What follows belongs to an exercise in optimizing a design on an open flow for small area, a short achievable clock period and few clock cycles per item; a production flow would make more cautious choices.
For this run, only the layout was checked, not whether the RTL still works.
Power and IR drop assume default switching activity.

==> design/flow/design.v <==
module soc_curve_interp_validate #(
  parameter int NUM_POINTS = 8
) (
  input  logic        clk,
  input  logic        rst,
  input  logic        cfg_wen,
  input  logic        cfg_index,
  input  logic [7:0]  cfg_data,
  input  logic        in_valid,
  output logic        in_ready,
  input  logic [19:0] in_data,
  output logic        out_valid,
  input  logic        out_ready,
  output logic [15:0] out_data
);
  logic [7:0] ve;
  logic [6:0] mt;
  always_ff @(posedge clk) begin
    if (rst) begin
      ve <= 8'd53;
      mt <= 7'd5;
    end else if (cfg_wen) begin
      if (cfg_index) mt <= cfg_data[6:0];
      else ve <= cfg_data;
    end
  end
  logic        busy;
  logic [2:0]  eseg;    
  logic [1:0]  ebit;
  logic [13:0] acc;
  logic [1:0]  vbits;
  logic [15:0] mk;      
  logic [15:0] acc_sum;
  logic [13:0] acc_next;
  logic [4:0]  t1;
  logic [5:0]  t2;
  logic [6:0]  t3;
  logic [6:0]  t4;
  logic [5:0]  t5;
  always_comb begin
    case (ebit)
      2'd0: vbits = ve[1:0];
      2'd1: vbits = ve[3:2];
      2'd2: vbits = ve[5:4];
      default: vbits = ve[7:6];
    endcase
  end
  logic kt_new_n22, kt_new_n23, kt_new_n25, kt_new_n26, kt_new_n28, kt_new_n29, kt_new_n30, kt_new_n31, kt_new_n32, kt_new_n33, kt_new_n35, kt_new_n36, kt_new_n37, kt_new_n38, kt_new_n39, kt_new_n41, kt_new_n42, kt_new_n43, kt_new_n44, kt_new_n45, kt_new_n47, kt_new_n48, kt_new_n49, kt_new_n51, kt_new_n52, kt_new_n53, kt_new_n55, kt_new_n56, kt_new_n58, kt_new_n60, kt_new_n61, kt_new_n62, kt_new_n63, kt_new_n65, kt_new_n66, kt_new_n67, kt_new_n69, kt_new_n71, kt_new_n72, kt_new_n73, kt_new_n76;
  assign kt_new_n22 = ~eseg[2] & vbits[0];
  assign kt_new_n23 = eseg[1] & kt_new_n22;
  assign mk[15] = vbits[1] & kt_new_n23;
  assign kt_new_n25 = ~eseg[2] & vbits[1];
  assign kt_new_n26 = ~vbits[0] & kt_new_n25;
  assign mk[14] = eseg[1] & kt_new_n26;
  assign kt_new_n28 = eseg[1] & ~eseg[0];
  assign kt_new_n29 = ~eseg[1] & ~eseg[0];
  assign kt_new_n30 = ~eseg[2] & kt_new_n29;
  assign kt_new_n31 = vbits[0] & kt_new_n29;
  assign kt_new_n32 = eseg[2] & kt_new_n31;
  assign kt_new_n33 = ~kt_new_n23 & ~kt_new_n32;
  assign mk[0] = ~kt_new_n28 & ~kt_new_n33;
  assign kt_new_n35 = ~eseg[0] & vbits[1];
  assign kt_new_n36 = ~kt_new_n22 & ~kt_new_n35;
  assign kt_new_n37 = ~eseg[1] & ~kt_new_n36;
  assign kt_new_n38 = ~kt_new_n25 & ~kt_new_n37;
  assign kt_new_n39 = ~mk[0] & kt_new_n38;
  assign mk[3] = ~kt_new_n30 & ~kt_new_n39;
  assign kt_new_n41 = ~kt_new_n28 & mk[3];
  assign kt_new_n42 = vbits[1] & kt_new_n41;
  assign kt_new_n43 = vbits[0] & ~mk[15];
  assign kt_new_n44 = ~kt_new_n23 & ~kt_new_n25;
  assign kt_new_n45 = kt_new_n43 & ~kt_new_n44;
  assign mk[13] = kt_new_n42 | kt_new_n45;
  assign kt_new_n47 = ~mk[14] & ~kt_new_n37;
  assign kt_new_n48 = kt_new_n26 & ~kt_new_n47;
  assign kt_new_n49 = mk[3] & kt_new_n43;
  assign mk[12] = kt_new_n48 | kt_new_n49;
  assign kt_new_n51 = kt_new_n22 & mk[13];
  assign kt_new_n52 = ~eseg[0] & kt_new_n26;
  assign kt_new_n53 = ~kt_new_n31 & ~kt_new_n52;
  assign mk[9] = kt_new_n51 | ~kt_new_n53;
  assign kt_new_n55 = kt_new_n22 & mk[9];
  assign kt_new_n56 = ~eseg[1] & kt_new_n25;
  assign mk[11] = kt_new_n55 | kt_new_n56;
  assign kt_new_n58 = eseg[1] & kt_new_n42;
  assign mk[10] = ~kt_new_n47 | kt_new_n58;
  assign kt_new_n60 = ~vbits[1] & kt_new_n22;
  assign kt_new_n61 = ~kt_new_n26 & ~kt_new_n60;
  assign kt_new_n62 = ~mk[12] & ~kt_new_n61;
  assign kt_new_n63 = vbits[1] & ~kt_new_n33;
  assign mk[8] = kt_new_n62 | kt_new_n63;
  assign kt_new_n65 = ~kt_new_n22 & ~kt_new_n28;
  assign kt_new_n66 = ~kt_new_n47 & kt_new_n65;
  assign kt_new_n67 = ~mk[3] & ~kt_new_n66;
  assign mk[7] = ~mk[0] & ~kt_new_n67;
  assign kt_new_n69 = kt_new_n33 & ~kt_new_n60;
  assign mk[6] = kt_new_n66 | ~kt_new_n69;
  assign kt_new_n71 = ~kt_new_n23 & ~kt_new_n26;
  assign kt_new_n72 = eseg[0] & ~kt_new_n71;
  assign kt_new_n73 = kt_new_n31 & ~kt_new_n63;
  assign mk[5] = kt_new_n72 | kt_new_n73;
  assign mk[4] = ~kt_new_n31 & kt_new_n41;
  assign kt_new_n76 = ~mk[6] & ~mk[5];
  assign mk[2] = ~kt_new_n30 & ~kt_new_n76;
  assign mk[1] = kt_new_n41 & ~mk[8];
  assign acc_sum  = {2'b0, (ebit == 2'd0) ? 14'd0 : acc} + mk;
  assign acc_next = acc_sum[15:2];
  always_ff @(posedge clk) begin
    if (rst || (cfg_wen && !cfg_index)) begin
      busy <= 1'b1;
      eseg <= 3'd0;
      ebit <= 2'd0;
    end else if (busy) begin
      ebit <= ebit + 2'd1;
      if (ebit == 2'd3) begin
        eseg <= eseg + 3'd1;
        if (eseg == 3'd4) busy <= 1'b0;
      end
    end
  end
  always_ff @(posedge clk) begin
    acc <= acc_next;
  end
  always_ff @(posedge clk) begin
    if (busy && ebit == 2'd3) begin
      case (eseg)
        3'd0: t1 <= acc_next[11:7];
        3'd1: t2 <= acc_next[12:7];
        3'd2: t3 <= acc_next[13:7];
        3'd3: t4 <= acc_next[13:7];
        default: t5 <= acc_next[12:7];
      endcase
    end
  end
  logic [2:0] t6;
  logic [1:0] t7;
  logic t67_new_n14, t67_new_n15, t67_new_n16, t67_new_n17, t67_new_n18, t67_new_n19, t67_new_n21, t67_new_n22, t67_new_n23, t67_new_n24, t67_new_n25, t67_new_n26, t67_new_n27, t67_new_n28, t67_new_n30, t67_new_n31, t67_new_n32, t67_new_n33, t67_new_n34, t67_new_n35, t67_new_n36, t67_new_n37, t67_new_n38, t67_new_n39, t67_new_n40, t67_new_n41, t67_new_n42, t67_new_n43, t67_new_n44, t67_new_n45, t67_new_n46, t67_new_n47, t67_new_n48, t67_new_n51;
  assign t67_new_n14 = ve[7] & ve[6];
  assign t67_new_n15 = ve[2] & ve[1];
  assign t67_new_n16 = ~ve[3] & ~t67_new_n15;
  assign t67_new_n17 = ve[7] & ve[5];
  assign t67_new_n18 = ve[4] & t67_new_n17;
  assign t67_new_n19 = ~t67_new_n16 & t67_new_n18;
  assign t6[2] = t67_new_n14 | t67_new_n19;
  assign t67_new_n21 = ve[1] & ve[0];
  assign t67_new_n22 = ~ve[2] & ~t67_new_n21;
  assign t67_new_n23 = ve[6] & ve[4];
  assign t67_new_n24 = ve[3] & t67_new_n23;
  assign t67_new_n25 = ~t67_new_n22 & t67_new_n24;
  assign t67_new_n26 = ve[6] & ve[5];
  assign t67_new_n27 = ~ve[7] & ~t67_new_n26;
  assign t67_new_n28 = ~t67_new_n25 & t67_new_n27;
  assign t6[1] = ~t6[2] & ~t67_new_n28;
  assign t67_new_n30 = ~ve[4] & ~ve[2];
  assign t67_new_n31 = ~ve[3] & t67_new_n30;
  assign t67_new_n32 = t67_new_n26 & ~t67_new_n31;
  assign t67_new_n33 = t6[2] & t67_new_n32;
  assign t67_new_n34 = ~t6[2] & ~t67_new_n32;
  assign t67_new_n35 = ~t67_new_n33 & ~t67_new_n34;
  assign t67_new_n36 = ~ve[1] & ~ve[0];
  assign t67_new_n37 = t67_new_n30 & t67_new_n36;
  assign t67_new_n38 = ve[7] & ~t67_new_n37;
  assign t67_new_n39 = ~ve[6] & ~t67_new_n38;
  assign t67_new_n40 = ~t67_new_n25 & ~t67_new_n39;
  assign t67_new_n41 = ~ve[5] & ~t67_new_n40;
  assign t67_new_n42 = ve[3] & t67_new_n15;
  assign t67_new_n43 = ve[7] & ~ve[3];
  assign t67_new_n44 = ~ve[5] & ~t67_new_n43;
  assign t67_new_n45 = ~ve[4] & ~t67_new_n17;
  assign t67_new_n46 = ~t67_new_n44 & t67_new_n45;
  assign t67_new_n47 = ~t67_new_n42 & t67_new_n46;
  assign t67_new_n48 = ~t67_new_n41 & ~t67_new_n47;
  assign t6[0] = ~t67_new_n35 & t67_new_n48;
  assign t7[1] = t67_new_n14 & ~t67_new_n46;
  assign t67_new_n51 = ~ve[7] & ~t67_new_n32;
  assign t7[0] = ~t7[1] & ~t67_new_n51;
  logic        r0_v;
  logic [12:0] v;
  logic [6:0]  r0_c;
  logic [6:0]  e;
  logic ev_new_n21, ev_new_n22, ev_new_n23, ev_new_n24, ev_new_n25, ev_new_n26, ev_new_n27, ev_new_n28, ev_new_n29, ev_new_n30, ev_new_n32, ev_new_n33, ev_new_n34, ev_new_n35, ev_new_n36, ev_new_n37, ev_new_n38, ev_new_n39, ev_new_n40, ev_new_n41, ev_new_n42, ev_new_n43, ev_new_n44, ev_new_n45, ev_new_n46, ev_new_n47, ev_new_n48, ev_new_n49, ev_new_n50, ev_new_n51, ev_new_n52, ev_new_n53, ev_new_n54, ev_new_n55, ev_new_n56, ev_new_n57, ev_new_n58, ev_new_n59, ev_new_n60, ev_new_n61, ev_new_n62, ev_new_n63, ev_new_n64, ev_new_n65, ev_new_n66, ev_new_n67, ev_new_n68, ev_new_n69, ev_new_n70, ev_new_n71, ev_new_n72, ev_new_n73, ev_new_n74, ev_new_n75, ev_new_n76, ev_new_n77, ev_new_n78, ev_new_n79, ev_new_n80, ev_new_n81, ev_new_n82, ev_new_n83, ev_new_n84, ev_new_n85, ev_new_n86, ev_new_n87, ev_new_n88, ev_new_n89, ev_new_n90, ev_new_n91, ev_new_n92, ev_new_n93, ev_new_n94, ev_new_n95, ev_new_n96, ev_new_n97, ev_new_n98, ev_new_n99, ev_new_n100, ev_new_n101, ev_new_n102, ev_new_n103, ev_new_n104, ev_new_n105, ev_new_n106, ev_new_n107, ev_new_n108, ev_new_n109, ev_new_n110, ev_new_n111, ev_new_n112, ev_new_n113, ev_new_n114, ev_new_n115, ev_new_n116, ev_new_n117, ev_new_n118, ev_new_n119, ev_new_n120, ev_new_n121, ev_new_n122, ev_new_n123, ev_new_n124, ev_new_n125, ev_new_n126, ev_new_n127, ev_new_n128, ev_new_n129, ev_new_n130, ev_new_n131, ev_new_n132, ev_new_n133, ev_new_n134, ev_new_n135, ev_new_n136, ev_new_n137, ev_new_n138, ev_new_n139, ev_new_n140, ev_new_n141, ev_new_n142, ev_new_n143, ev_new_n144, ev_new_n145, ev_new_n146, ev_new_n147, ev_new_n148, ev_new_n149, ev_new_n150, ev_new_n151, ev_new_n152, ev_new_n153, ev_new_n154, ev_new_n156, ev_new_n157, ev_new_n158, ev_new_n159, ev_new_n161, ev_new_n162, ev_new_n163, ev_new_n164, ev_new_n165, ev_new_n166, ev_new_n167, ev_new_n168, ev_new_n169, ev_new_n170, ev_new_n171, ev_new_n172, ev_new_n173, ev_new_n175, ev_new_n176, ev_new_n177, ev_new_n178, ev_new_n179, ev_new_n180, ev_new_n181, ev_new_n182, ev_new_n183, ev_new_n184, ev_new_n185, ev_new_n186, ev_new_n187, ev_new_n188, ev_new_n189, ev_new_n190, ev_new_n191, ev_new_n192, ev_new_n193, ev_new_n194, ev_new_n195, ev_new_n196, ev_new_n197, ev_new_n198, ev_new_n199, ev_new_n200, ev_new_n201, ev_new_n202, ev_new_n203, ev_new_n204, ev_new_n205, ev_new_n206, ev_new_n207, ev_new_n208, ev_new_n209, ev_new_n210, ev_new_n211, ev_new_n212, ev_new_n213, ev_new_n214, ev_new_n215, ev_new_n216, ev_new_n217, ev_new_n218, ev_new_n219, ev_new_n220, ev_new_n221, ev_new_n222, ev_new_n223, ev_new_n224, ev_new_n225, ev_new_n226, ev_new_n227, ev_new_n228, ev_new_n229, ev_new_n230, ev_new_n231, ev_new_n232, ev_new_n233, ev_new_n234, ev_new_n235, ev_new_n236, ev_new_n238, ev_new_n239, ev_new_n240, ev_new_n241, ev_new_n242, ev_new_n243, ev_new_n244, ev_new_n245, ev_new_n246, ev_new_n247, ev_new_n248, ev_new_n249, ev_new_n250, ev_new_n251, ev_new_n252, ev_new_n253, ev_new_n254, ev_new_n255, ev_new_n256, ev_new_n257, ev_new_n258, ev_new_n259, ev_new_n260, ev_new_n261, ev_new_n262, ev_new_n263, ev_new_n264, ev_new_n265, ev_new_n266, ev_new_n267, ev_new_n268, ev_new_n269, ev_new_n270, ev_new_n271, ev_new_n272, ev_new_n273, ev_new_n274, ev_new_n275, ev_new_n276, ev_new_n277, ev_new_n278, ev_new_n279, ev_new_n280, ev_new_n281, ev_new_n282, ev_new_n284, ev_new_n285, ev_new_n286, ev_new_n287, ev_new_n288, ev_new_n289, ev_new_n290, ev_new_n291, ev_new_n292, ev_new_n293, ev_new_n294, ev_new_n295, ev_new_n296, ev_new_n297, ev_new_n298, ev_new_n299, ev_new_n300, ev_new_n301, ev_new_n302, ev_new_n303, ev_new_n304, ev_new_n305, ev_new_n306, ev_new_n307, ev_new_n308, ev_new_n309, ev_new_n310, ev_new_n311, ev_new_n312, ev_new_n313, ev_new_n314, ev_new_n315, ev_new_n316, ev_new_n317, ev_new_n318, ev_new_n319, ev_new_n320, ev_new_n321, ev_new_n322, ev_new_n323, ev_new_n324, ev_new_n325, ev_new_n326, ev_new_n327, ev_new_n328, ev_new_n329, ev_new_n330, ev_new_n331, ev_new_n332, ev_new_n333, ev_new_n334, ev_new_n335, ev_new_n336, ev_new_n337, ev_new_n338, ev_new_n339, ev_new_n340, ev_new_n341, ev_new_n342, ev_new_n343, ev_new_n344, ev_new_n345, ev_new_n346, ev_new_n347, ev_new_n348, ev_new_n349, ev_new_n350, ev_new_n351, ev_new_n352, ev_new_n353, ev_new_n354, ev_new_n355, ev_new_n356, ev_new_n357, ev_new_n358, ev_new_n359, ev_new_n360, ev_new_n361, ev_new_n362, ev_new_n363, ev_new_n364;
  assign ev_new_n21 = v[11] & v[10];
  assign ev_new_n22 = v[9] & ev_new_n21;
  assign ev_new_n23 = v[7] & v[6];
  assign ev_new_n24 = ~v[2] & ~v[1];
  assign ev_new_n25 = ~v[3] & ev_new_n24;
  assign ev_new_n26 = v[5] & ~ev_new_n25;
  assign ev_new_n27 = v[4] & ev_new_n26;
  assign ev_new_n28 = ev_new_n23 & ev_new_n27;
  assign ev_new_n29 = ~v[8] & ~ev_new_n28;
  assign ev_new_n30 = ev_new_n22 & ~ev_new_n29;
  assign e[6] = v[12] | ev_new_n30;
  assign ev_new_n32 = ~v[8] & v[6];
  assign ev_new_n33 = v[8] & ~v[6];
  assign ev_new_n34 = ~ev_new_n32 & ~ev_new_n33;
  assign ev_new_n35 = ~v[7] & v[6];
  assign ev_new_n36 = v[3] & v[2];
  assign ev_new_n37 = v[1] & ev_new_n36;
  assign ev_new_n38 = v[4] & v[0];
  assign ev_new_n39 = ev_new_n37 & ev_new_n38;
  assign ev_new_n40 = ~v[5] & ~ev_new_n39;
  assign ev_new_n41 = ev_new_n35 & ~ev_new_n40;
  assign ev_new_n42 = ~v[0] & ev_new_n24;
  assign ev_new_n43 = ~v[5] & ~v[3];
  assign ev_new_n44 = ev_new_n42 & ev_new_n43;
  assign ev_new_n45 = v[6] & ~ev_new_n27;
  assign ev_new_n46 = ~ev_new_n44 & ~ev_new_n45;
  assign ev_new_n47 = v[6] & v[4];
  assign ev_new_n48 = ~v[6] & ~v[4];
  assign ev_new_n49 = ~v[5] & ~ev_new_n48;
  assign ev_new_n50 = ~ev_new_n47 & ev_new_n49;
  assign ev_new_n51 = v[1] & v[0];
  assign ev_new_n52 = ~v[2] & ~ev_new_n51;
  assign ev_new_n53 = v[3] & ~ev_new_n52;
  assign ev_new_n54 = ev_new_n50 & ~ev_new_n53;
  assign ev_new_n55 = ~ev_new_n46 & ~ev_new_n54;
  assign ev_new_n56 = v[2] & ev_new_n51;
  assign ev_new_n57 = ~v[7] & ~v[4];
  assign ev_new_n58 = ~ev_new_n53 & ev_new_n57;
  assign ev_new_n59 = ~v[1] & ~v[0];
  assign ev_new_n60 = v[2] & ~ev_new_n59;
  assign ev_new_n61 = v[7] & ~ev_new_n60;
  assign ev_new_n62 = ~ev_new_n52 & ~ev_new_n61;
  assign ev_new_n63 = ~v[3] & ~ev_new_n62;
  assign ev_new_n64 = ~ev_new_n58 & ~ev_new_n63;
  assign ev_new_n65 = ~ev_new_n49 & ev_new_n64;
  assign ev_new_n66 = v[5] & ~v[4];
  assign ev_new_n67 = ~ev_new_n64 & ~ev_new_n66;
  assign ev_new_n68 = ~ev_new_n65 & ~ev_new_n67;
  assign ev_new_n69 = ev_new_n56 & ~ev_new_n68;
  assign ev_new_n70 = ~v[7] & ev_new_n55;
  assign ev_new_n71 = ~ev_new_n69 & ev_new_n70;
  assign ev_new_n72 = ev_new_n49 & ~ev_new_n64;
  assign ev_new_n73 = ~ev_new_n71 & ev_new_n72;
  assign ev_new_n74 = v[7] & ~v[6];
  assign ev_new_n75 = v[5] & v[4];
  assign ev_new_n76 = v[2] & ~ev_new_n75;
  assign ev_new_n77 = ~ev_new_n61 & ~ev_new_n76;
  assign ev_new_n78 = ~v[7] & ev_new_n51;
  assign ev_new_n79 = ev_new_n76 & ~ev_new_n78;
  assign ev_new_n80 = ~ev_new_n77 & ~ev_new_n79;
  assign ev_new_n81 = v[5] & v[3];
  assign ev_new_n82 = ~ev_new_n61 & ev_new_n81;
  assign ev_new_n83 = ~ev_new_n80 & ev_new_n82;
  assign ev_new_n84 = ~ev_new_n75 & ~ev_new_n83;
  assign ev_new_n85 = ev_new_n74 & ~ev_new_n84;
  assign ev_new_n86 = ~v[3] & ~ev_new_n46;
  assign ev_new_n87 = v[4] & ~ev_new_n86;
  assign ev_new_n88 = v[2] & v[1];
  assign ev_new_n89 = ev_new_n23 & ev_new_n88;
  assign ev_new_n90 = ~v[7] & ~v[6];
  assign ev_new_n91 = ~v[5] & ~ev_new_n90;
  assign ev_new_n92 = ~ev_new_n89 & ev_new_n91;
  assign ev_new_n93 = ~v[2] & ev_new_n35;
  assign ev_new_n94 = ~v[4] & ~v[3];
  assign ev_new_n95 = ~ev_new_n56 & ~ev_new_n94;
  assign ev_new_n96 = ~ev_new_n93 & ev_new_n95;
  assign ev_new_n97 = ~ev_new_n92 & ev_new_n96;
  assign ev_new_n98 = ~ev_new_n87 & ev_new_n97;
  assign ev_new_n99 = ~ev_new_n85 & ev_new_n98;
  assign ev_new_n100 = v[4] & ~ev_new_n36;
  assign ev_new_n101 = ~v[7] & ~ev_new_n88;
  assign ev_new_n102 = ~v[4] & ~ev_new_n101;
  assign ev_new_n103 = ~ev_new_n89 & ev_new_n102;
  assign ev_new_n104 = ~ev_new_n100 & ~ev_new_n103;
  assign ev_new_n105 = v[5] & ev_new_n104;
  assign ev_new_n106 = ~v[5] & ev_new_n48;
  assign ev_new_n107 = v[2] & ev_new_n106;
  assign ev_new_n108 = ~ev_new_n105 & ~ev_new_n107;
  assign ev_new_n109 = v[3] & ~ev_new_n90;
  assign ev_new_n110 = ~ev_new_n51 & ev_new_n109;
  assign ev_new_n111 = ~v[6] & ev_new_n59;
  assign ev_new_n112 = ~ev_new_n110 & ~ev_new_n111;
  assign ev_new_n113 = ~ev_new_n108 & ev_new_n112;
  assign ev_new_n114 = ~v[3] & v[2];
  assign ev_new_n115 = v[3] & ev_new_n42;
  assign ev_new_n116 = ~ev_new_n114 & ~ev_new_n115;
  assign ev_new_n117 = v[6] & ~ev_new_n116;
  assign ev_new_n118 = ~v[6] & ~v[2];
  assign ev_new_n119 = ~v[3] & ~ev_new_n42;
  assign ev_new_n120 = ~ev_new_n51 & ~ev_new_n119;
  assign ev_new_n121 = ev_new_n118 & ~ev_new_n120;
  assign ev_new_n122 = ~v[6] & ev_new_n36;
  assign ev_new_n123 = ~ev_new_n121 & ~ev_new_n122;
  assign ev_new_n124 = ~ev_new_n117 & ev_new_n123;
  assign ev_new_n125 = v[7] & ev_new_n24;
  assign ev_new_n126 = ~ev_new_n88 & ~ev_new_n125;
  assign ev_new_n127 = v[4] & v[1];
  assign ev_new_n128 = v[7] & ~ev_new_n127;
  assign ev_new_n129 = ev_new_n51 & ev_new_n128;
  assign ev_new_n130 = ev_new_n48 & ev_new_n59;
  assign ev_new_n131 = ~ev_new_n129 & ~ev_new_n130;
  assign ev_new_n132 = ~ev_new_n126 & ~ev_new_n131;
  assign ev_new_n133 = ev_new_n124 & ev_new_n132;
  assign ev_new_n134 = ~ev_new_n113 & ~ev_new_n133;
  assign ev_new_n135 = ~ev_new_n99 & ev_new_n134;
  assign ev_new_n136 = ~ev_new_n73 & ev_new_n135;
  assign ev_new_n137 = ~v[8] & ~ev_new_n136;
  assign ev_new_n138 = v[1] & ev_new_n74;
  assign ev_new_n139 = ~v[3] & ~ev_new_n35;
  assign ev_new_n140 = ~v[2] & ev_new_n66;
  assign ev_new_n141 = ev_new_n139 & ev_new_n140;
  assign ev_new_n142 = ~ev_new_n138 & ev_new_n141;
  assign ev_new_n143 = v[8] & ev_new_n142;
  assign ev_new_n144 = ~ev_new_n137 & ~ev_new_n143;
  assign ev_new_n145 = ~ev_new_n32 & ev_new_n144;
  assign ev_new_n146 = ev_new_n55 & ~ev_new_n145;
  assign ev_new_n147 = ~ev_new_n41 & ~ev_new_n146;
  assign ev_new_n148 = ~v[5] & ev_new_n23;
  assign ev_new_n149 = ev_new_n147 & ~ev_new_n148;
  assign ev_new_n150 = ~ev_new_n34 & ev_new_n149;
  assign ev_new_n151 = ev_new_n34 & ~ev_new_n149;
  assign ev_new_n152 = v[7] & ev_new_n22;
  assign ev_new_n153 = ~ev_new_n151 & ev_new_n152;
  assign ev_new_n154 = ~ev_new_n150 & ev_new_n153;
  assign e[5] = v[12] | ev_new_n154;
  assign ev_new_n156 = ~v[12] & ev_new_n22;
  assign ev_new_n157 = ~ev_new_n85 & ev_new_n149;
  assign ev_new_n158 = v[8] & ev_new_n74;
  assign ev_new_n159 = ev_new_n157 & ~ev_new_n158;
  assign e[4] = ev_new_n156 & ~ev_new_n159;
  assign ev_new_n161 = ev_new_n75 & ~ev_new_n147;
  assign ev_new_n162 = ~ev_new_n55 & ~ev_new_n68;
  assign ev_new_n163 = ~ev_new_n71 & ~ev_new_n162;
  assign ev_new_n164 = ~ev_new_n161 & ~ev_new_n163;
  assign ev_new_n165 = ~v[8] & ~ev_new_n164;
  assign ev_new_n166 = v[8] & v[7];
  assign ev_new_n167 = ~ev_new_n157 & ~ev_new_n166;
  assign ev_new_n168 = v[5] & ~ev_new_n142;
  assign ev_new_n169 = ~v[6] & ~ev_new_n168;
  assign ev_new_n170 = v[6] & ev_new_n168;
  assign ev_new_n171 = ~ev_new_n169 & ~ev_new_n170;
  assign ev_new_n172 = ~ev_new_n167 & ev_new_n171;
  assign ev_new_n173 = ~ev_new_n165 & ~ev_new_n172;
  assign e[3] = ev_new_n156 & ~ev_new_n173;
  assign ev_new_n175 = ~v[10] & ~v[9];
  assign ev_new_n176 = ~v[8] & ~v[6];
  assign ev_new_n177 = ev_new_n175 & ev_new_n176;
  assign ev_new_n178 = v[12] & ~v[11];
  assign ev_new_n179 = ev_new_n43 & ev_new_n178;
  assign ev_new_n180 = ev_new_n177 & ev_new_n179;
  assign ev_new_n181 = ev_new_n104 & ev_new_n180;
  assign ev_new_n182 = v[12] & ~ev_new_n181;
  assign ev_new_n183 = v[6] & ev_new_n52;
  assign ev_new_n184 = ev_new_n50 & ev_new_n183;
  assign ev_new_n185 = v[7] & ~ev_new_n184;
  assign ev_new_n186 = ~v[7] & ~ev_new_n106;
  assign ev_new_n187 = ~ev_new_n185 & ~ev_new_n186;
  assign ev_new_n188 = ~ev_new_n64 & ev_new_n187;
  assign ev_new_n189 = ~ev_new_n168 & ~ev_new_n188;
  assign ev_new_n190 = ev_new_n122 & ev_new_n127;
  assign ev_new_n191 = v[8] & ~ev_new_n190;
  assign ev_new_n192 = ~v[8] & v[3];
  assign ev_new_n193 = ~ev_new_n42 & ev_new_n192;
  assign ev_new_n194 = ev_new_n85 & ~ev_new_n193;
  assign ev_new_n195 = ~ev_new_n191 & ~ev_new_n194;
  assign ev_new_n196 = ~ev_new_n28 & ev_new_n195;
  assign ev_new_n197 = ~ev_new_n189 & ~ev_new_n196;
  assign ev_new_n198 = v[9] & ~ev_new_n197;
  assign ev_new_n199 = ~v[3] & ~ev_new_n56;
  assign ev_new_n200 = ev_new_n28 & ~ev_new_n199;
  assign ev_new_n201 = ~v[9] & ev_new_n200;
  assign ev_new_n202 = ~ev_new_n195 & ev_new_n201;
  assign ev_new_n203 = ~ev_new_n198 & ~ev_new_n202;
  assign ev_new_n204 = ~ev_new_n115 & ~ev_new_n119;
  assign ev_new_n205 = ~ev_new_n90 & ~ev_new_n204;
  assign ev_new_n206 = v[3] & ~ev_new_n24;
  assign ev_new_n207 = ~v[5] & ~ev_new_n206;
  assign ev_new_n208 = v[7] & ~ev_new_n207;
  assign ev_new_n209 = ~ev_new_n26 & ~ev_new_n208;
  assign ev_new_n210 = ~v[4] & v[0];
  assign ev_new_n211 = ev_new_n88 & ~ev_new_n210;
  assign ev_new_n212 = v[4] & ev_new_n52;
  assign ev_new_n213 = ~ev_new_n211 & ~ev_new_n212;
  assign ev_new_n214 = ~v[6] & ~ev_new_n213;
  assign ev_new_n215 = ~v[4] & ~ev_new_n24;
  assign ev_new_n216 = ~ev_new_n88 & ~ev_new_n118;
  assign ev_new_n217 = ev_new_n215 & ev_new_n216;
  assign ev_new_n218 = ~ev_new_n214 & ~ev_new_n217;
  assign ev_new_n219 = ~ev_new_n209 & ev_new_n218;
  assign ev_new_n220 = ev_new_n205 & ~ev_new_n219;
  assign ev_new_n221 = ev_new_n48 & ev_new_n220;
  assign ev_new_n222 = ~ev_new_n47 & ~ev_new_n68;
  assign ev_new_n223 = ~ev_new_n221 & ev_new_n222;
  assign ev_new_n224 = v[6] & ~ev_new_n50;
  assign ev_new_n225 = ~ev_new_n205 & ~ev_new_n224;
  assign ev_new_n226 = ~ev_new_n209 & ~ev_new_n225;
  assign ev_new_n227 = ~v[8] & ~ev_new_n226;
  assign ev_new_n228 = ~ev_new_n223 & ev_new_n227;
  assign ev_new_n229 = ev_new_n88 & ev_new_n94;
  assign ev_new_n230 = ev_new_n41 & ~ev_new_n229;
  assign ev_new_n231 = ~ev_new_n83 & ev_new_n230;
  assign ev_new_n232 = ev_new_n48 & ev_new_n83;
  assign ev_new_n233 = ev_new_n21 & ~ev_new_n232;
  assign ev_new_n234 = ~ev_new_n231 & ev_new_n233;
  assign ev_new_n235 = ~ev_new_n228 & ev_new_n234;
  assign ev_new_n236 = ~ev_new_n203 & ev_new_n235;
  assign e[2] = ev_new_n182 | ev_new_n236;
  assign ev_new_n238 = v[6] & ~ev_new_n61;
  assign ev_new_n239 = ~ev_new_n52 & ev_new_n74;
  assign ev_new_n240 = ev_new_n199 & ~ev_new_n239;
  assign ev_new_n241 = ~ev_new_n238 & ev_new_n240;
  assign ev_new_n242 = ev_new_n36 & ev_new_n78;
  assign ev_new_n243 = v[4] & ~ev_new_n242;
  assign ev_new_n244 = ~ev_new_n241 & ev_new_n243;
  assign ev_new_n245 = ~ev_new_n188 & ~ev_new_n244;
  assign ev_new_n246 = ~ev_new_n195 & ~ev_new_n245;
  assign ev_new_n247 = ~v[5] & v[4];
  assign ev_new_n248 = v[7] & ev_new_n247;
  assign ev_new_n249 = ~ev_new_n124 & ev_new_n248;
  assign ev_new_n250 = ~ev_new_n246 & ~ev_new_n249;
  assign ev_new_n251 = ev_new_n144 & ev_new_n250;
  assign ev_new_n252 = ~ev_new_n161 & ~ev_new_n228;
  assign ev_new_n253 = v[0] & ev_new_n127;
  assign ev_new_n254 = ~ev_new_n43 & ~ev_new_n184;
  assign ev_new_n255 = ~ev_new_n253 & ~ev_new_n254;
  assign ev_new_n256 = ~ev_new_n220 & ~ev_new_n255;
  assign ev_new_n257 = v[5] & v[2];
  assign ev_new_n258 = v[6] & ev_new_n247;
  assign ev_new_n259 = ~ev_new_n257 & ~ev_new_n258;
  assign ev_new_n260 = ev_new_n256 & ~ev_new_n259;
  assign ev_new_n261 = ~ev_new_n252 & ev_new_n260;
  assign ev_new_n262 = ev_new_n251 & ~ev_new_n261;
  assign ev_new_n263 = ev_new_n156 & ~ev_new_n262;
  assign ev_new_n264 = ~ev_new_n94 & ~ev_new_n220;
  assign ev_new_n265 = v[9] & ~ev_new_n264;
  assign ev_new_n266 = ev_new_n40 & ev_new_n74;
  assign ev_new_n267 = ~ev_new_n265 & ev_new_n266;
  assign ev_new_n268 = ~v[9] & v[7];
  assign ev_new_n269 = v[9] & ~v[7];
  assign ev_new_n270 = ~ev_new_n138 & ~ev_new_n269;
  assign ev_new_n271 = ~v[5] & ~ev_new_n37;
  assign ev_new_n272 = ~ev_new_n48 & ~ev_new_n81;
  assign ev_new_n273 = ~ev_new_n271 & ev_new_n272;
  assign ev_new_n274 = ~ev_new_n270 & ev_new_n273;
  assign ev_new_n275 = ~ev_new_n268 & ~ev_new_n274;
  assign ev_new_n276 = ~v[12] & v[8];
  assign ev_new_n277 = ev_new_n21 & ev_new_n276;
  assign ev_new_n278 = ~ev_new_n41 & ev_new_n277;
  assign ev_new_n279 = ~ev_new_n200 & ev_new_n278;
  assign ev_new_n280 = ~ev_new_n275 & ev_new_n279;
  assign ev_new_n281 = ~ev_new_n267 & ev_new_n280;
  assign ev_new_n282 = ~ev_new_n181 & ~ev_new_n281;
  assign e[1] = ev_new_n263 | ~ev_new_n282;
  assign ev_new_n284 = ~ev_new_n38 & ~ev_new_n88;
  assign ev_new_n285 = ev_new_n43 & ev_new_n269;
  assign ev_new_n286 = ~ev_new_n284 & ev_new_n285;
  assign ev_new_n287 = ev_new_n251 & ev_new_n286;
  assign ev_new_n288 = ~v[0] & ~ev_new_n43;
  assign ev_new_n289 = ev_new_n90 & ~ev_new_n288;
  assign ev_new_n290 = v[2] & ~ev_new_n48;
  assign ev_new_n291 = ~ev_new_n253 & ev_new_n290;
  assign ev_new_n292 = ~v[0] & ev_new_n127;
  assign ev_new_n293 = ~ev_new_n291 & ~ev_new_n292;
  assign ev_new_n294 = ev_new_n289 & ~ev_new_n293;
  assign ev_new_n295 = ev_new_n118 & ~ev_new_n128;
  assign ev_new_n296 = v[2] & ev_new_n47;
  assign ev_new_n297 = ev_new_n43 & ~ev_new_n296;
  assign ev_new_n298 = ~ev_new_n295 & ev_new_n297;
  assign ev_new_n299 = ev_new_n131 & ev_new_n298;
  assign ev_new_n300 = ~ev_new_n256 & ~ev_new_n299;
  assign ev_new_n301 = ~ev_new_n142 & ~ev_new_n188;
  assign ev_new_n302 = ~ev_new_n300 & ~ev_new_n301;
  assign ev_new_n303 = ~ev_new_n294 & ~ev_new_n302;
  assign ev_new_n304 = v[9] & ~ev_new_n303;
  assign ev_new_n305 = ~ev_new_n210 & ~ev_new_n247;
  assign ev_new_n306 = ~ev_new_n80 & ~ev_new_n305;
  assign ev_new_n307 = ev_new_n88 & ~ev_new_n269;
  assign ev_new_n308 = ~ev_new_n101 & ~ev_new_n307;
  assign ev_new_n309 = ~ev_new_n306 & ev_new_n308;
  assign ev_new_n310 = v[3] & ~ev_new_n309;
  assign ev_new_n311 = ~v[3] & ev_new_n80;
  assign ev_new_n312 = v[9] & ~ev_new_n311;
  assign ev_new_n313 = ~ev_new_n50 & ~ev_new_n200;
  assign ev_new_n314 = ~ev_new_n312 & ev_new_n313;
  assign ev_new_n315 = ~ev_new_n310 & ~ev_new_n314;
  assign ev_new_n316 = v[6] & ~ev_new_n315;
  assign ev_new_n317 = ~ev_new_n267 & ~ev_new_n316;
  assign ev_new_n318 = ~ev_new_n304 & ev_new_n317;
  assign ev_new_n319 = ~ev_new_n287 & ev_new_n318;
  assign ev_new_n320 = ev_new_n277 & ~ev_new_n319;
  assign ev_new_n321 = v[6] & ev_new_n127;
  assign ev_new_n322 = v[2] & ~ev_new_n78;
  assign ev_new_n323 = ev_new_n321 & ~ev_new_n322;
  assign ev_new_n324 = v[7] & ev_new_n291;
  assign ev_new_n325 = ~ev_new_n51 & ~ev_new_n59;
  assign ev_new_n326 = ev_new_n57 & ev_new_n325;
  assign ev_new_n327 = ~ev_new_n324 & ~ev_new_n326;
  assign ev_new_n328 = ~ev_new_n323 & ev_new_n327;
  assign ev_new_n329 = ev_new_n195 & ~ev_new_n328;
  assign ev_new_n330 = v[8] & ~ev_new_n52;
  assign ev_new_n331 = ~v[7] & v[4];
  assign ev_new_n332 = ~ev_new_n215 & ~ev_new_n331;
  assign ev_new_n333 = ~ev_new_n330 & ev_new_n332;
  assign ev_new_n334 = ~v[6] & ~ev_new_n60;
  assign ev_new_n335 = ~ev_new_n333 & ev_new_n334;
  assign ev_new_n336 = ev_new_n60 & ~ev_new_n195;
  assign ev_new_n337 = ~ev_new_n335 & ~ev_new_n336;
  assign ev_new_n338 = ~ev_new_n329 & ev_new_n337;
  assign ev_new_n339 = ev_new_n81 & ~ev_new_n338;
  assign ev_new_n340 = ev_new_n59 & ~ev_new_n289;
  assign ev_new_n341 = ev_new_n139 & ~ev_new_n340;
  assign ev_new_n342 = ~v[2] & ~ev_new_n127;
  assign ev_new_n343 = ~v[5] & ~ev_new_n342;
  assign ev_new_n344 = ~ev_new_n140 & ~ev_new_n321;
  assign ev_new_n345 = ~ev_new_n343 & ev_new_n344;
  assign ev_new_n346 = ~ev_new_n109 & ~ev_new_n345;
  assign ev_new_n347 = ~ev_new_n341 & ev_new_n346;
  assign ev_new_n348 = ~ev_new_n300 & ~ev_new_n347;
  assign ev_new_n349 = ~v[8] & ~ev_new_n348;
  assign ev_new_n350 = ~ev_new_n188 & ~ev_new_n256;
  assign ev_new_n351 = v[7] & ~v[5];
  assign ev_new_n352 = ~ev_new_n218 & ev_new_n351;
  assign ev_new_n353 = ~ev_new_n350 & ev_new_n352;
  assign ev_new_n354 = v[0] & ev_new_n47;
  assign ev_new_n355 = ev_new_n192 & ev_new_n354;
  assign ev_new_n356 = ~ev_new_n273 & ~ev_new_n355;
  assign ev_new_n357 = ~ev_new_n90 & ~ev_new_n125;
  assign ev_new_n358 = ~ev_new_n126 & ~ev_new_n357;
  assign ev_new_n359 = ~ev_new_n356 & ev_new_n358;
  assign ev_new_n360 = ~ev_new_n353 & ~ev_new_n359;
  assign ev_new_n361 = ~ev_new_n349 & ev_new_n360;
  assign ev_new_n362 = ~ev_new_n339 & ev_new_n361;
  assign ev_new_n363 = ev_new_n156 & ~ev_new_n362;
  assign ev_new_n364 = ~ev_new_n181 & ~ev_new_n363;
  assign e[0] = ev_new_n320 | ~ev_new_n364;
  logic [2:0] sg;
  always_comb begin
    if (v >= 13'd3893) sg = 3'd1;
    else if (v >= 13'd3783) sg = 3'd2;
    else if (v >= 13'd3721) sg = 3'd3;
    else if (v >= 13'd3686) sg = 3'd4;
    else if (v >= 13'd3575) sg = 3'd5;
    else if (v >= 13'd3487) sg = 3'd6;
    else sg = 3'd7;
  end
  logic [6:0] t_raw, tol;
  always_comb begin
    case (sg)
      3'd1: t_raw = {2'd0, t1};
      3'd2: t_raw = {1'd0, t2};
      3'd3: t_raw = t3;
      3'd4: t_raw = t4;
      3'd5: t_raw = {1'd0, t5};
      3'd6: t_raw = {4'd0, t6};
      default: t_raw = {5'd0, t7};
    endcase
  end
  assign tol = (t_raw < mt) ? mt : t_raw;
  logic       r1_v;
  logic [6:0] r1_e, r1_c, r1_t;
  logic [7:0] d;
  logic [6:0] ad;
  logic       ok;
  assign d  = {1'b0, r1_c} - {1'b0, r1_e};
  assign ad = d[7] ? 7'(-d) : d[6:0];
  assign ok = ad < r1_t;
  logic       s_v;
  logic       s_ok, h_ok;
  logic [6:0] s_e, s_t, h_e, h_t;
  logic       h_free, r1_en, r0_en;
  assign h_free = !out_valid || out_ready;
  assign r1_en  = !r1_v || !s_v;
  assign r0_en  = !r0_v || r1_en;
  assign in_ready = !busy && r0_en;
  always_ff @(posedge clk) begin
    if (rst) begin
      r0_v      <= 1'b0;
      r1_v      <= 1'b0;
      s_v       <= 1'b0;
      out_valid <= 1'b0;
    end else begin
      if (r0_en) r0_v <= in_valid && in_ready;
      if (r1_en) r1_v <= r0_v;
      if (h_free) begin
        out_valid <= s_v || r1_v;
        s_v       <= 1'b0;
      end else if (!s_v) begin
        s_v       <= r1_v;
      end
    end
  end
  always_ff @(posedge clk) begin
    if (r0_en) begin
      v    <= in_data[19:7];
      r0_c <= in_data[6:0];
    end
    if (r1_en) begin
      r1_e <= e;
      r1_c <= r0_c;
      r1_t <= tol;
    end
    if (!s_v) begin
      s_ok <= ok;
      s_e  <= r1_e;
      s_t  <= r1_t;
    end
    if (h_free) begin
      if (s_v) begin
        h_ok <= s_ok;
        h_e  <= s_e;
        h_t  <= s_t;
      end else begin
        h_ok <= ok;
        h_e  <= r1_e;
        h_t  <= r1_t;
      end
    end
  end
  assign out_data = {h_ok, h_e, 1'b0, h_t};
endmodule
==> design/flow/run.sh <==
#!/bin/bash
# synth_recipe.tcl (not shown) runs the flow's synth.tcl, then flattens the netlist and writes it again
# the make line also repeats each setting of config.mk as NAME=value (left out here)
make -C /OpenROAD-flow-scripts/flow DESIGN_CONFIG=/design/flow/config.mk WORK_HOME=/design/flow/orfs CLKGATE_MAP_FILE= SYNTH_SCRIPT=/design/flow/synth_recipe.tcl finish
==> design/flow/config.mk <==
export PLATFORM = sky130hd
export DESIGN_NAME = soc_curve_interp_validate
export DESIGN_NICKNAME = soc_curve_interp_validate
export VERILOG_FILES = /design/flow/design.v
export SDC_FILE = /design/flow/constraint.sdc
export NUM_CORES = 4
export LEC_CHECK = 0
export ABC_AREA = 1
export CAP_MARGIN = 20
export CORE_MARGIN = 2
export CORE_UTILIZATION = 40
export SETUP_SLACK_MARGIN = 5
export SLEW_MARGIN = 20
==> design/flow/constraint.sdc <==
create_clock -name core_clock -period 10.0 [get_ports {clk}]
set_input_delay 2.0000 -clock core_clock [delete_from_list [all_inputs] [get_ports {clk}]]
set_output_delay 2.0000 -clock core_clock [all_outputs]
set_load 0.01 [all_outputs]
==> results.cfg <==
[power_and_ir_drop]
peakVddDrop_v = 0.0001214
p_leak_nw = 4.244
powerDensity_mw_per_mm2 = 180.2
switching_share_pct = 30.68
pwr-share-comb_pct = 23.2
p_int_w = 0.001202
p_seq_share_pct = 42.5
switchingPower_w = 0.0005319
power_frac_clock_pct = 34.4

[logic_synthesis]
synth_top_flop_cell = edfxtp_1
synth.net_count = 1117
synth_edf_count = 87
ys_types = 56
ys_top_cells_by_area = edfxtp_1, dfxtp_1, nand2_1, ha_1, inv_1
avgSynthCellArea_um2 = 8.110
async_reset_ff_share_pct = 0
ys_seq_area_share_pct = 44.13
synthCells = 1032
synth_largest_area_cell = edfxtp_1
ys_ff_latch = 141
syn-cell-area_mm2 = 0.008369
yosys.area.top_type_share_pct = 31.22
ys_warn_count = 1

[finish]
utilization_pct = 47.26
final_cell_mix = nand2_1, inv_1, nor2_1, edfxtp_1, a21oi_1
top_register = acc
drive_above_1_share_pct = 8.051
stdcell_area_mm2 = 0.009624
fill_cells = 1974
reg_top3 = acc (14), v (13), ve (8)
fin_cells = 1363
final_nets = 1165
area_delta_synth_final_pct = 14.99
largest_register_ff_count = 14
seq_area_mm2 = 0.003694
antenna_cells = 0
multiInputGateArea_mm2 = 0.003973
final_common_cell = nand2_1

[global_routing]
grt_pass1_vias = 6592
grt_max_degree = 33
grt_usage_pct = 19.21
grt-ovfl-total = 0
grt_pass1_wl_um = 33510
antenna_found_initial = 0

[route]
drt_wl_total_um = 20710
avgViaCountPerCell = 5.126
vias = 6987
drc_errors = 0
ant_nets = 0
drtPass1Iterations = 5
wire_per_inst_um = 15.20
drt_iter0_drc = 642

[floorplanning]
dieHeight_um = 148.7
die_area_mm2 = 0.02210
die_w_um = 148.7
num_io_pins = 52
row_count = 52
initial_core_util_pct = 41.10
coreArea_mm2 = 0.02036

[place]
dp.cells = 1331
port_buffers = 50
hpwl_um = 15910
gp_congestion = 0.9712
post_dp_cell_area_mm2 = 0.009059

[setup_path]
r2r_slack_ns = 5.59
critPathKind = reg2reg
crit_path_start_kind = flip-flop
end_kind = flip-flop
required_ns = 10.17
worst-endpoint-arrival_ns = 4.58
cp_max_fo = 18

[timing]
relSlewSlack_pct = 30.66
period_share_pct = 44.13
tightest_slew_ns = 1.032
drv_slew = 0
hold_viol = 0
hold-worst-slack_ns = 0.4223
fin_worst_skew_ns = 0.01012
setup-violations-final = 0
setup_tns_ns = 0
fmax_mhz = 226.6
fin_crit_ns = 4.413
rsz0062_at_grt = false

[clocking]
post_cts_resized = 0
ctsHoldBuffers = 0
cts.path.max_buffers = 2
htree_levels = 4
root_buffer = clkbuf_16
clk_latency_ns = 0.42
path_clk_slew_ns = 0.06
cts_setup_buffers = 0
cts_tree = yes
cts_buffers = 17
cts_sinks = 141

[min_path]
min_path_type = reg2reg

[outcome]
status = no timing/DRC/antenna violations

[job]
cap_violations = 0
[worst max-delay path, stage by stage (launching register included)]
cell and delay (ns):
edfxtp_1 0.87, inv_2 0.27, nand2_1 0.30, nor2_1 0.11, nand3_1 0.09, nand2_1 0.05
nor2_1 0.21, a21oi_1 0.12, nand4_1 0.12, inv_1 0.11, a22oi_1 0.16, nand4_1 0.15
ha_1 0.32, a21oi_1 0.14, nor2_1 0.05, a211oi_1 0.77, nand2_4 0.15, nand2_1 0.11
nand2_1 0.05
[metrics by stage]
step	total power, W	setup slack (ns)
after floorplan	0.001031	6.620
after global placement	0.001150	5.812
after detailed placement	0.001148	5.685
after CTS	0.001747	5.658
after global routing	0.001841	5.170
final	0.001734	5.587
[power groups by stage]
stage / clock network [W] / registers [W] / logic, W
floorplan: 0 / 0.000739 / 0.000292
global route: 0.000638 / 0.000742 / 0.000461
CTS: 0.000608 / 0.000736 / 0.000403
detailed placement: 0 / 0.000748 / 0.000401
global placement: 0 / 0.000748 / 0.000402
finish: 0.000596 / 0.000736 / 0.000402
[cell families after synthesis]
kind of cell	count (synthesis)	share of synthesized area, %
compound gates	193	13.71
xor+xnor	21	2.198
fa+ha+maj	51	7.714
buf+inv	167	8.402
flops	141	44.13
other cells	1	0.04481
simple gates	458	23.80
[routing by layer]
| metal | GRT usage [%] | vias up | part of all wire (%) |
|---|---|---|---|
| met5 | 0 | - | 0 |
| met4 | 5.476 | 0 | 1.5 |
| met3 | 4.049 | 31 | 5.8 |
| met2 | 30.49 | 211 | 45 |
| met1 | 26.62 | 3181 | 47 |
| li1 | - | 3564 | - |
[cell usage after synthesis, types with 7 or more instances]
cell	number
a21oi_1	64
buf_6	7
clkbuf_1	8
dfxtp_1	54
edfxtp_1	87
ha_1	50
inv_1	129
inv_2	14
nand2_1	242
nand2_2	12
nand3_1	51
nand4_1	18
nor2_1	96
nor2_2	12
nor3_1	10
o211ai_1	10
o21ai_0	59
o22ai_1	13
xnor2_1	7
xor2_1	14
[worst paths after layout]
kind                              start      end  cells past startpoint
worst max-delay path               v[6]  r1_t[5]                     18
worst min register to register  r0_c[1]  r1_c[1]                      0
worst max register to register     v[6]  r1_t[5]                     18
worst min-delay path            r0_c[1]  r1_c[1]                      0
[layout make-up]
cell class / instances / share of cell area [%]
Multi-Input combinational cell: 724 / 41.28
Sequential cell: 141 / 38.38
Inverter: 145 / 5.681
Timing Repair Buffer: 51 / 5.278
Clock buffer: 20 / 4.862
Tap cell: 270 / 3.510
Clock inverter: 12 / 1.014

-- what the ideal ports hide --
Ports are ideal in the flow. The routed layout listed here was re-timed in OpenROAD. Step 1 assumes that a clkbuf_16 drives the clock port and a buf_2 every other input. Step 2 also shifts input and output timing later by t, the mid clock arrival at the registers, as if the neighbouring blocks saw the same clock. a / b / c = ideal / step 1 / step 2; a / b = the first two.
shift t [ns]: 0.454
setup slack, ns: 5.587 / 5.587 / 5.587
worst setup path at the end: register to register
clock arrival spread, ns: 0.011 / 0.010
worst register clock-pin slew, ns: 0.06 / 0.06
After both steps this run still meets setup and hold. The setup slack of this run moves by 0.000 ns with the drivers and by 0.000 ns with both steps.
